This is an optimization exercise on Yosys and OpenROAD, whose aim is small area, a short achievable clock period and few clock cycles per item, not a production implementation. In this exercise RTL edits were held to simulation tests only and were not proved equivalent to the original.

// minimal_standard_lcg_sampler
module minimal_standard_lcg_sampler (
    input  logic                        aclk,
    input  logic                        aresetn,
    input  logic                        psel,
    input  logic                        penable,
    input  logic                        pwrite,
    input  logic [3:0]                  paddr,
    input  logic [31:0]                 pwdata,
    output logic [31:0]                 prdata,
    output logic                        pready,
    input  logic                        s_valid,
    output logic                        s_ready,
    input  logic [1:0]                  s_func,
    input  logic [2:0]                  s_entry_index,
    input  logic [mlcg_pkg::VAL_W-1:0]  s_weight_value,
    output logic                        m_valid,
    input  logic                        m_ready,
    output logic [mlcg_pkg::VAL_W-1:0]  m_random_value,
    output logic [3:0]                  m_category,
    output logic                        m_flag
);
    logic [30:0]     seed_reg, thresh_reg;
    logic [3:0]      count_reg;
    logic            cfg_we, seed_we;
    logic [1:0]      reg_idx;
    logic [30:0]     x_reg, x_step, m_value_reg;
    logic            b_valid;
    logic [1:0]      b_func;
    logic            m_valid_reg, m_flag_reg;
    logic [3:0]      m_cat_reg, cat;
    logic            adv, accept, step, load;
    logic [4*31-1:0] we_flat;
    logic [4*32-1:0] u_flat;
    assign pready  = 1'b1;
    assign reg_idx = paddr[3:2];
    assign cfg_we  = psel && penable && pwrite;
    assign seed_we = cfg_we && (reg_idx == mlcg_pkg::REG_SEED);
  ...
Size: about 3,600 cells after synthesis, about 420 flip-flops, ~0.034 mm2 of cells after synthesis.
clock: 8.0 ns
lec_check: 0
abc_area: 1
cap_margin: 20
core_margin: 2
core_utilization: 55
setup_slack_margin: 3.5
slew_margin: 20
tns_end_percent: 10
run.sh (not shown) runs the stock make flow with config.mk's settings and CLKGATE_MAP_FILE= SYNTH_SCRIPT=/design/flow/synth_recipe.tcl, a recipe that flattens the netlist after the stock synthesis.
Testbench counts at the start, summed over its fixed seeds: cycles 16,064, items 16,000.
Then changed:
Settings changed: TNS_END_PERCENT 10 to default.
After rerunning: The changed run finished with timing, DRC and antenna clean. Maximum frequency grows by 0.56%. Cell count grows by about 0.4%. Routed wire length grows by about 1.3%. Global-route usage grows by 0.41 points. Hold slack stays flat. Area after synthesis stays the same. Final area grows by 1.4%. Setup slack is better by 0.025 ns.
Then changed:
Settings changed: SETUP_SLACK_MARGIN 3.5 to 4.0.
Synthesized area is unchanged.
Die area stays the same.
Setup slack is worse by 0.010 ns.
Then changed:
Settings changed: CTS_BUF_LIST from default to sky130_fd_sc_hd__clkbuf_4 sky130_fd_sc_hd__clkbuf_8, SETUP_SLACK_MARGIN 4.0 to 3.5.
The changed run ran to the end with no violations.
Fmax goes down by about 1.8%.
Via count decreases by 0.95%.
Synthesized cell count is unchanged.
Register-to-register slack is worse by 0.08 ns.
Cell count grows by 0.79%.
Area after synthesis is unchanged.
First-iteration DRC count went down by about 3.5%.

== P ==
minimal_standard_lcg_sampler, a different RTL version from the one above (not shown whole).
Size: ~420 flip-flops, about 150 I/O pins.
clock: 8.0 ns
lec_check: 0
abc_area: 1
cap_margin: 20
core_margin: 2
core_utilization: 55
cts_cluster_diameter: 100
cts_cluster_size: 22
gpl_routability_driven: 0
setup_slack_margin: 3.5
slew_margin: 20
Per the final summary, P finished and its layout is clean on timing, DRC and antenna.
Testbench counts of P, summed over its fixed seeds: cycles 16,064, items 16,000.
Here is what was changed in the inputs of Q compared with P.
Settings: GPL_ROUTABILITY_DRIVEN: 0 -> unset; CTS_CLUSTER_SIZE: 22 -> 26; CTS_CLUSTER_DIAMETER: 100 -> 110.
--- outcome ---
- Critical path depth ended up 11 higher on Q than on P.
- | number of antenna violations at the first check in global routing | Q vs P | 1 higher |
- Relative to P, length of routed met2 wiring increased by about 7% in Q.
- The utilization number comes out higher for Q vs P.
- Between P and Q, the flow reports cell area increasing slightly.
Input-level comparison between R and Q:
Settings: a deleted CTS_CLUSTER_SIZE that had been 26; a deleted CTS_CLUSTER_DIAMETER that had been 110.
## What came out
As far as setup violation total in the final timing report goes, Q and R are indistinguishable; the numbers are identical. Taking Q as the reference, in R count of clock-buffer cells in the layout grew by 79%; final area grew by about 2.3%.
Edits applied to the flow inputs when going from R to S:
Settings: SETUP_SLACK_MARGIN now 3.0, was 3.5.
Notes after the runs:
S completed end to end with timing, DRC and antenna clean. Relative to R, ratio of routed vias to standard cells decreased by about 0.8% in S. Delta(worst setup slack, S - R) < 0. S against R: fmax down 9.6%, proportion of final cell area spent on non-clock buffers went down 2.0 points, combined global-route utilization of all metal layers saw a decrease.
#### Input delta (T over S)
Settings: putting CTS_CLUSTER_DIAMETER at 100 where nothing was set; putting CTS_CLUSTER_SIZE at 22 where nothing was set; swapping 3.0 for 3.5 in SETUP_SLACK_MARGIN; putting TNS_END_PERCENT at 10 where nothing was set.
## What came out
Changes observed in T relative to S: fill cell total of the finished layout decreased by 74 relative to the old numbers, clock-buffer cell count went down 36%. Summary of T over S: global-route track usage on met3 rose 0.45 points; utilization rose 2.0 points; total routing usage reported by global routing fell 0.21 points. Summary of T over S: final clock skew -16 ps, total detailed-routing wirelength grew by 2.0 mm, via total after detailed routing increased by about 1.2% relative to the old numbers, post-CTS setup buffer count moved up. met1 track demand over resource ends up lower on T. Going from S to T, the final area was found to have gone up by 3.2%.

minimal_standard_lcg_sampler, a different RTL version from the one above (not shown whole).
Size in the first run: about 150 I/O pins, about 0.034 mm² of cells after synthesis.
Settings: LEC_CHECK=0, CAP_MARGIN=20, CORE_MARGIN=2, CORE_UTILIZATION=55, SETUP_SLACK_MARGIN=2.5, SLEW_MARGIN=20; clock period 8.0 ns.
The baseline finished clean.
Testbench counts at the start, summed over its fixed seeds: cycles 16,064, items 16,000.
Edit:
--- a/flow/config.mk
+++ b/flow/config.mk
@@ -9,4 +9,4 @@
 export CORE_MARGIN = 2
-export CORE_UTILIZATION = 55
-export SETUP_SLACK_MARGIN = 2.5
+export CORE_UTILIZATION = 60
+export SETUP_SLACK_MARGIN = 4.5
 export SLEW_MARGIN = 20
After rerunning: The new run passed the timing, DRC and antenna checks; via count climbs by 6.3%; clock-buffer cell count rose by 4.
Edit:
--- a/flow/config.mk
+++ b/flow/config.mk
@@ -9,4 +9,4 @@
 export CORE_MARGIN = 2
-export CORE_UTILIZATION = 60
-export SETUP_SLACK_MARGIN = 4.5
+export CORE_UTILIZATION = 55
+export SETUP_SLACK_MARGIN = 3.5
 export SLEW_MARGIN = 20
- hold slack loses 0.0040 ns
- worst setup slack gains 0.067 ns
- first-iteration DRC count falls by 17%
- cell area falls by 1.3%
- flip-flop and latch count does not change
- final cell count hardly moves
- synthesized cell count stays the same
- global-route usage falls by 3.6 points
- synthesized area does not change

## job 9941
minimal_standard_lcg_sampler with an RTL version that a note above also has.
Size in the first run: ~3,700 cells after synthesis, ~150 I/O pins, roughly 34,000 µm² of cells after synthesis.
clock: 8.0 ns
lec_check: 0
abc_area: 1
cap_margin: 20
core_margin: 2
core_utilization: 55
cts_cluster_diameter: 120
cts_cluster_size: 30
setup_slack_margin: 3.5
slew_margin: 20
Testbench counts of job 9941, summed over its fixed seeds: cycles 16,064, items 16,000.
Setup changes, job 9941 to job 381
Settings: CTS_CLUSTER_SIZE changed from 30 to 22; CTS_CLUSTER_DIAMETER changed from 120 to 100; CORE_UTILIZATION changed from 55 to 62.
Results
Job 381 did not stop at any stage, and its layout met the timing, DRC and antenna checks.
Share of the cycle needed by the critical path after routing: job 381 vs job 9941 up 5.1 points
Arrival time at the worst endpoint: job 381 higher than job 9941
Job 381 ended up with fewer standard cells than job 9941.
Sort job 381 and job 9941 by first-iteration DRC count, descending, and job 381 comes first.
Job 381 vs job 9941 — minimum clock period rose 0.41 ns.
Looking at number of placed cells counting well taps across job 381 and job 9941, the one that comes out lower is job 381.
Re layout overhead on the synthesized area: job 381 is 2.1 points up on job 9941.
As of job 381, fmax had fallen by a little under 10% compared to job 9941.
Diff job 381 and job 9941: count of instances resized after the clock tree is built lower in job 9941
Going from job 9941 to job 381, count of cell instances traversed by the critical path rose 2, iteration count of the initial detailed-routing pass grew by 1.
For job 9047, these inputs were changed with respect to job 381:
Settings: CTS_CLUSTER_DIAMETER: 100 -> unset; SETUP_SLACK_MARGIN: 3.5 -> 4.0; CORE_UTILIZATION: 62 -> 55; CTS_CLUSTER_SIZE: 22 -> unset.
==> run notes <==
- Job 9047: fraction of standard cell area in multi-input logic is 0.31 points lower than what job 381 reported.
- Job 9047 against job 381: number of detailed-routing iterations run before antenna repair decreased 2, layout buffering overhead excluding clock cells shows an increase of 2.8 points.
- Summary: number of vias after detailed routing, job 9047 worse than job 381
- Diff job 381 -> job 9047: maximum cell stage delay along the critical path has decreased, final critical path time including I/O delays and setup went down 0.61 ns, final instance area now larger, detailed-route wire length up about 11%.
The inputs of job 6373 differ from those of job 9047 as listed below.
Settings: setting CTS_CLUSTER_DIAMETER to 100 for the first time; setting CTS_CLUSTER_SIZE to 22 for the first time; changing SETUP_SLACK_MARGIN from 4.0 to 3.5.
--- outcome ---
Via count of the first global-routing pass shrinks by a few percent when moving from job 9047 to job 6373.
Detailed-route wire length ended up about 10% lower on job 6373 than on job 9047.
The higher slack of the worst reg-to-reg path of job 9047 and job 6373 is in job 9047.
Going from job 9047 to job 6373, quantity of gates resized following cts now sits lower; hold slack neither gained nor lost much; actual slew at the worst max-slew pin fell by 0.097 ns.
Job 9047 → job 6373: fmax saw a decrease; fraction of standard cell area in multi-input logic saw an increase; fraction of registers with async set/reset saw little to no change; met2 wirelength from detailed routing saw a decrease.
Here is what was changed in the inputs of job 3251 compared with job 6373.
Settings: changing SETUP_SLACK_MARGIN from 3.5 to 3.75.
## What came out
Job 3251 finished end to end and its layout was clean on timing, DRC and antenna. Looking at launch point of the critical path, the x_reg[12]$_SDFFE_PN0P_ result is from job 6373; the x_reg[1]$_SDFFE_PN0P_ one comes from job 3251. Job 3251 vs. job 6373: worst setup slack picked up an extra 0.076 ns; proportion of synthesized flip-flops having asynchronous set or reset neither gained nor lost much; first-pass GRT wire length picked up an extra about 3.4%. Against job 6373, job 3251 reports a final core area utilization that is higher. Between job 3251 and job 6373, it is job 3251 whose detailed-routing iteration count for the pre-antenna-repair pass is higher, by 1. Between job 6373 and job 3251, the fraction of area in clock buffers and inverters figures differ only marginally.
diff inputs: job 3251 => job 2352
Settings: CORE_UTILIZATION: 55 -> 48; SETUP_SLACK_MARGIN: 3.75 -> 3.5.
Notes after the runs:
Per the comparison of job 2352 with job 3251, utilization after layout dropped 11 points; first-pass GRT wire length now smaller. Measured against each other, job 3251 and job 2352 differ in share of the final layout cell area in sequential cells, the lower figure coming from job 3251. From job 3251 to job 2352 the numbers moved as follows: routed wire length now sits lower, final weighted congestion in routability-driven placement now sits lower.

job 2400:
The RTL this note starts from:
==> flow/design.v <==
package mlcg_pkg;
    localparam int unsigned VAL_W = 31;
    localparam int unsigned CNT_W = 4;
    localparam int unsigned MAX_CATEGORIES = 8;
    localparam logic [1:0] FUNC_UNIFORM = 2'd0;
    localparam logic [1:0] FUNC_CATEG = 2'd1;
    localparam logic [1:0] FUNC_BERN = 2'd2;
    localparam logic [1:0] FUNC_LOAD = 2'd3;
    localparam logic [1:0] REG_SEED = 2'd0;
    localparam logic [1:0] REG_THRESH = 2'd1;
    localparam logic [1:0] REG_COUNT = 2'd2;
    localparam logic [VAL_W-1:0] NEXT_OF_ONE = 31'd16807;
endpackage
module mlcg_wram (
    input  logic              aclk,
    input  logic              aresetn,
    input  logic              we,
    input  logic [2:0]        waddr,
    input  logic [30:0]       wdata,
    output logic [4*31-1:0]   we_flat,
    output logic [4*32-1:0]   u_flat,
    output logic              ld_pend
);
    logic [30:0] w_even [4];
    logic [31:0] u_pair [4];
    logic [1:0]  j;
    logic        odd;
    logic [31:0] opa, opb, cs_s, cs_m, cs_c, u_new;
    logic [2:0]  ld_idx;
    logic [30:0] ld_val;
    always_ff @(posedge aclk) begin
        if (!aresetn) begin
            ld_pend <= 1'b0;
        end else begin
            ld_pend <= we;
        end
        ld_idx <= waddr;
        ld_val <= wdata;
    end
    assign j   = ld_idx[2:1];
    assign odd = ld_idx[0];
    assign opa   = odd ? {1'b0, w_even[j]} : u_pair[j];
    assign opb   = odd ? 32'd0 : ~{1'b0, w_even[j]};
    assign cs_s  = {1'b0, ld_val} ^ opa ^ opb;
    assign cs_m  = ({1'b0, ld_val} & opa) | ({1'b0, ld_val} & opb) | (opa & opb);
    assign cs_c  = {cs_m[30:0], !odd};
    assign u_new = cs_s + cs_c;
    for (genvar k = 0; k < 4; k++) begin : g_pair
        always_ff @(posedge aclk) begin
            if (ld_pend && j == 2'(k)) begin
                u_pair[k] <= u_new;
                if (!odd) begin
                    w_even[k] <= ld_val;
                end
            end
        end
        assign we_flat[31*k +: 31] = w_even[k];
        assign u_flat[32*k +: 32]  = u_pair[k];
    end
endmodule
module mlcg_step (
    input  logic [30:0] x,
    output logic [30:0] y
);
    logic [30:0] t0, t1, t2, t3, t4, t5;
    logic [30:0] s1, c1, s2, c2, s3, c3, s4, c4;
    logic [30:0] m1, m2, m3, m4;
    assign t0 = {x[16:0], x[30:17]};
    assign t1 = {x[21:0], x[30:22]};
    assign t2 = ~{x[23:0], x[30:24]};
    assign t3 = {x[25:0], x[30:26]};
    assign t4 = {x[27:0], x[30:28]};
    assign t5 = ~x;
    assign s1 = t0 ^ t1 ^ t2;
    assign m1 = (t0 & t1) | (t0 & t2) | (t1 & t2);
    assign c1 = {m1[29:0], m1[30]};
    assign s2 = t3 ^ t4 ^ t5;
    assign m2 = (t3 & t4) | (t3 & t5) | (t4 & t5);
    assign c2 = {m2[29:0], m2[30]};
    assign s3 = s1 ^ c1 ^ s2;
    assign m3 = (s1 & c1) | (s1 & s2) | (c1 & s2);
    assign c3 = {m3[29:0], m3[30]};
    assign s4 = s3 ^ c3 ^ c2;
    assign m4 = (s3 & c3) | (s3 & c2) | (c3 & c2);
    assign c4 = {m4[29:0], m4[30]};
    logic [30:0] gp [6];
    logic [30:0] pp [6];
    logic [30:0] cy;
    logic        eac;
    always_comb begin
        gp[0] = s4 & c4;
        pp[0] = s4 ^ c4;
        for (int l = 0; l < 5; l++) begin
            for (int i = 0; i < 31; i++) begin
                if (i >= (1 << l)) begin
                    gp[l+1][i] = gp[l][i] | (pp[l][i] & gp[l][i - (1 << l)]);
                    pp[l+1][i] = pp[l][i] & pp[l][i - (1 << l)];
                end else begin
                    gp[l+1][i] = gp[l][i];
                    pp[l+1][i] = pp[l][i];
                end
            end
        end
        eac   = gp[5][30] | pp[5][30];
        cy[0] = eac;
        for (int i = 1; i < 31; i++) begin
            cy[i] = gp[5][i-1] | (pp[5][i-1] & eac);
        end
    end
    assign y = pp[0] ^ cy;
endmodule
module mlcg_catsel (
    input  logic [30:0]      x,
    input  logic [4*31-1:0]  we_flat,
    input  logic [4*32-1:0]  u_flat,
    input  logic [3:0]       count,
    output logic [3:0]       cat
);
    logic [32:0] nx;
    logic [32:0] wz [4];
    logic [32:0] uz [4];
    logic [32:0] es [3:8];
    logic [32:0] ec [3:8];
    logic [32:0] em [3:8];
    logic [32:0] esum [3:8];
    logic [8:1]  neg, lt;
    logic [3:0]  n;
    assign n  = (count > 4'd8) ? 4'd8 : count;
    assign nx = ~{2'b00, x};
    always_comb begin
        for (int k = 0; k < 4; k++) begin
            wz[k] = {2'b00, we_flat[31*k +: 31]};
            uz[k] = {1'b0, u_flat[32*k +: 32]};
        end
        es[3] = uz[0] ^ nx ^ wz[1];
        em[3] = (uz[0] & nx) | (uz[0] & wz[1]) | (nx & wz[1]);
        ec[3] = {em[3][31:0], 1'b1};
        es[4] = uz[0] ^ nx ^ uz[1];
        em[4] = (uz[0] & nx) | (uz[0] & uz[1]) | (nx & uz[1]);
        ec[4] = {em[4][31:0], 1'b1};
        for (int k = 5; k <= 8; k++) begin
            es[k] = es[2*((k-1)/2)] ^ ec[2*((k-1)/2)] ^ ((k % 2) ? wz[(k-1)/2] : uz[(k-1)/2]);
            em[k] = (es[2*((k-1)/2)] & ec[2*((k-1)/2)])
                  | (es[2*((k-1)/2)] & ((k % 2) ? wz[(k-1)/2] : uz[(k-1)/2]))
                  | (ec[2*((k-1)/2)] & ((k % 2) ? wz[(k-1)/2] : uz[(k-1)/2]));
            ec[k] = {em[k][31:0], 1'b0};
        end
        neg[1] = we_flat[30:0] < x;
        neg[2] = u_flat[31:0] < {1'b0, x};
        for (int k = 3; k <= 8; k++) begin
            esum[k] = es[k] + ec[k];
            neg[k]  = esum[k][32];
        end
        lt[1] = neg[1] && (n > 4'd0);
        for (int k = 2; k <= 8; k++) begin
            lt[k] = lt[k-1] && neg[k] && (n >= 4'(k));
        end
        cat = 4'd1;
        for (int k = 1; k <= 8; k++) begin
            if (lt[k]) cat = 4'(k + 1);
        end
    end
endmodule
module minimal_standard_lcg_sampler (
    input  logic                        aclk,
    input  logic                        aresetn,
    input  logic                        psel,
    input  logic                        penable,
    input  logic                        pwrite,
    input  logic [3:0]                  paddr,
    input  logic [31:0]                 pwdata,
    output logic [31:0]                 prdata,
    output logic                        pready,
    input  logic                        s_valid,
    output logic                        s_ready,
    input  logic [1:0]                  s_func,
    input  logic [2:0]                  s_entry_index,
    input  logic [mlcg_pkg::VAL_W-1:0]  s_weight_value,
    output logic                        m_valid,
    input  logic                        m_ready,
    output logic [mlcg_pkg::VAL_W-1:0]  m_random_value,
    output logic [3:0]                  m_category,
    output logic                        m_flag
);
    logic [30:0]     seed_reg, thresh_reg;
    logic [3:0]      count_reg;
    logic            cfg_we, seed_we;
    logic [1:0]      reg_idx;
    logic [30:0]     x_reg, nx_reg, nx_step;
    logic            nx_stale;
    logic            ld_pend;
    logic            m_valid_reg, m_flag_reg;
    logic [3:0]      m_cat_reg, cat;
    logic            accept, step, load;
    logic [4*31-1:0] we_flat;
    logic [4*32-1:0] u_flat;
    assign pready  = 1'b1;
    assign reg_idx = paddr[3:2];
    assign cfg_we  = psel && penable && pwrite;
    assign seed_we = cfg_we && (reg_idx == mlcg_pkg::REG_SEED);
    always_ff @(posedge aclk) begin
        if (!aresetn) begin
            seed_reg   <= 31'd1;
            thresh_reg <= '0;
            count_reg  <= '0;
        end else if (cfg_we) begin
            case (reg_idx)
                mlcg_pkg::REG_SEED:   seed_reg   <= pwdata[30:0];
                mlcg_pkg::REG_THRESH: thresh_reg <= pwdata[30:0];
                mlcg_pkg::REG_COUNT:  count_reg  <= pwdata[3:0];
                default: ;
            endcase
        end
    end
    always_comb begin
        case (reg_idx)
            mlcg_pkg::REG_SEED:   prdata = {1'b0, seed_reg};
            mlcg_pkg::REG_THRESH: prdata = {1'b0, thresh_reg};
            mlcg_pkg::REG_COUNT:  prdata = {28'd0, count_reg};
            default:              prdata = '0;
        endcase
    end
    assign s_ready = (!m_valid_reg || m_ready) && !nx_stale
                     && !(ld_pend && s_func == mlcg_pkg::FUNC_CATEG);
    assign accept  = s_valid && s_ready;
    assign step    = accept && (s_func != mlcg_pkg::FUNC_LOAD);
    assign load    = accept && (s_func == mlcg_pkg::FUNC_LOAD);
    mlcg_step u_step (
        .x (nx_reg),
        .y (nx_step)
    );
    always_ff @(posedge aclk) begin
        if (!aresetn) begin
            x_reg    <= 31'd1;
            nx_reg   <= mlcg_pkg::NEXT_OF_ONE;
            nx_stale <= 1'b0;
        end else if (seed_we) begin
            x_reg    <= pwdata[30:0];
            nx_reg   <= pwdata[30:0];
            nx_stale <= 1'b1;
        end else if (nx_stale) begin
            nx_reg   <= nx_step;
            nx_stale <= 1'b0;
        end else if (step) begin
            x_reg    <= nx_reg;
            nx_reg   <= nx_step;
        end
    end
    mlcg_wram u_wram (
        .aclk   (aclk),
        .aresetn(aresetn),
        .we     (load),
        .waddr  (s_entry_index),
        .wdata  (s_weight_value),
        .we_flat(we_flat),
        .u_flat (u_flat),
        .ld_pend(ld_pend)
    );
    mlcg_catsel u_cat (
        .x      (nx_reg),
        .we_flat(we_flat),
        .u_flat (u_flat),
        .count  (count_reg),
        .cat    (cat)
    );
    always_ff @(posedge aclk) begin
        if (!aresetn) begin
            m_valid_reg <= 1'b0;
        end else begin
            m_valid_reg <= accept || (m_valid_reg && !m_ready);
        end
        if (accept) begin
            m_cat_reg  <= (s_func == mlcg_pkg::FUNC_CATEG) ? cat : 4'd0;
            m_flag_reg <= (s_func == mlcg_pkg::FUNC_BERN) && (nx_reg <= thresh_reg);
        end
    end
    assign m_valid        = m_valid_reg;
    assign m_random_value = x_reg;
    assign m_category     = m_cat_reg;
    assign m_flag         = m_flag_reg;
endmodule
make LEC_CHECK=0 CAP_MARGIN=20 CORE_MARGIN=2 CORE_UTILIZATION=40 SLEW_MARGIN=20 finish   # period 8.0 ns
Both conditions hold for job 2400: the flow ran to the end and the final layout passed the timing, DRC and antenna checks.
Testbench counts of job 2400, summed over its fixed seeds: cycles 16,534, items 16,000.
Modified inputs, job 5183 compared to job 2400
Settings: an added SETUP_SLACK_MARGIN of 3.5; a change of CORE_UTILIZATION from 40 to 55; an added ABC_CLOCK_PERIOD_IN_PS of 4000.
--- outcome ---
Diff job 2400 -> job 5183: routed wire length increased by 12 mm relative to the old numbers; wire length of the first global-routing pass increased by 14 mm relative to the old numbers; worst hold slack increased by 0.0064 ns relative to the old numbers.
Total global-route track usage, job 5183 and job 2400: lower on job 2400
Job 5183 finished every step from synthesis to the final layout, and the layout passed the timing, DRC and antenna checks.

[what the ideal ports hide]
No port has a modelled driver above. Below, the same layouts with a new extraction and two added sets of constraints. Step 1 sets driving cells, clkbuf_16 on the clock port and buf_2 on the other inputs (assumed; they add their load-dependent delay and slew). Step 2 also shifts input and output timing later by t, the mid clock arrival at the registers, as if the neighbouring blocks saw the same clock. Three values: ideal, step 1, step 2; two values: the first two.
| run | t, ns | slack for setup (ns) | worst setup path at the end | clock arrival spread, ns |
|---|---|---|---|---|
| the first run of note 1 | 0.669 | 3.461 / 3.457 / 3.457 | input to output | 0.017 / 0.017 |
| the second run of note 1 | 0.669 | 3.487 / 3.479 / 3.479 | input to output | 0.017 / 0.017 |
| the third run of note 1 | 0.669 | 3.477 / 3.477 / 3.477 | register to register | 0.035 / 0.035 |
| the fourth run of note 1 | 0.737 | 3.396 / 3.396 / 3.396 | register to register | 0.034 / 0.034 |
| P | 0.661 | 3.555 / 3.536 / 3.460 | input to register | 0.028 / 0.029 |
| Q | 0.665 | 3.534 / 3.534 / 3.534 | register to register | 0.042 / 0.043 |
| R | 0.660 | 3.524 / 3.500 / 3.500 | input to output | 0.046 / 0.046 |
| S | 0.663 | 3.051 / 3.030 / 3.030 | input to output | 0.047 / 0.047 |
| T | 0.676 | 3.512 / 3.490 / 3.490 | input to output | 0.036 / 0.036 |
| the first run of note 3 | 0.673 | 2.618 / 2.618 / 2.618 | register to register | 0.023 / 0.022 |
| the second run of note 3 | 0.655 | 3.018 / 3.018 / 3.018 | register to register | 0.031 / 0.031 |
| the third run of note 3 | 0.669 | 3.085 / 3.085 / 3.085 | register to register | 0.026 / 0.027 |
| job 9941 | 0.647 | 3.495 / 3.495 / 3.495 | register to register | 0.027 / 0.027 |
| job 381 | 0.665 | 3.089 / 3.089 / 3.089 | register to register | 0.057 / 0.057 |
| job 9047 | 0.663 | 3.702 / 3.702 / 3.702 | register to register | 0.043 / 0.043 |
| job 6373 | 0.673 | 3.572 / 3.559 / 3.559 | input to output | 0.034 / 0.034 |
| job 3251 | 0.678 | 3.648 / 3.648 / 3.648 | register to register | 0.035 / 0.035 |
| job 2352 | 0.677 | 3.537 / 3.496 / 3.496 | input to output | 0.035 / 0.034 |
| job 2400 | 0.661 | 1.993 / 1.993 / 1.993 | register to register | 0.028 / 0.027 |
| job 5183 | 0.655 | 3.186 / 3.186 / 3.099 | input to register | 0.019 / 0.019 |
After both steps setup and hold are still met in every run listed. For P, which loses most, drivers alone change the setup slack by -0.019 ns; drivers and shift together by -0.095 ns.
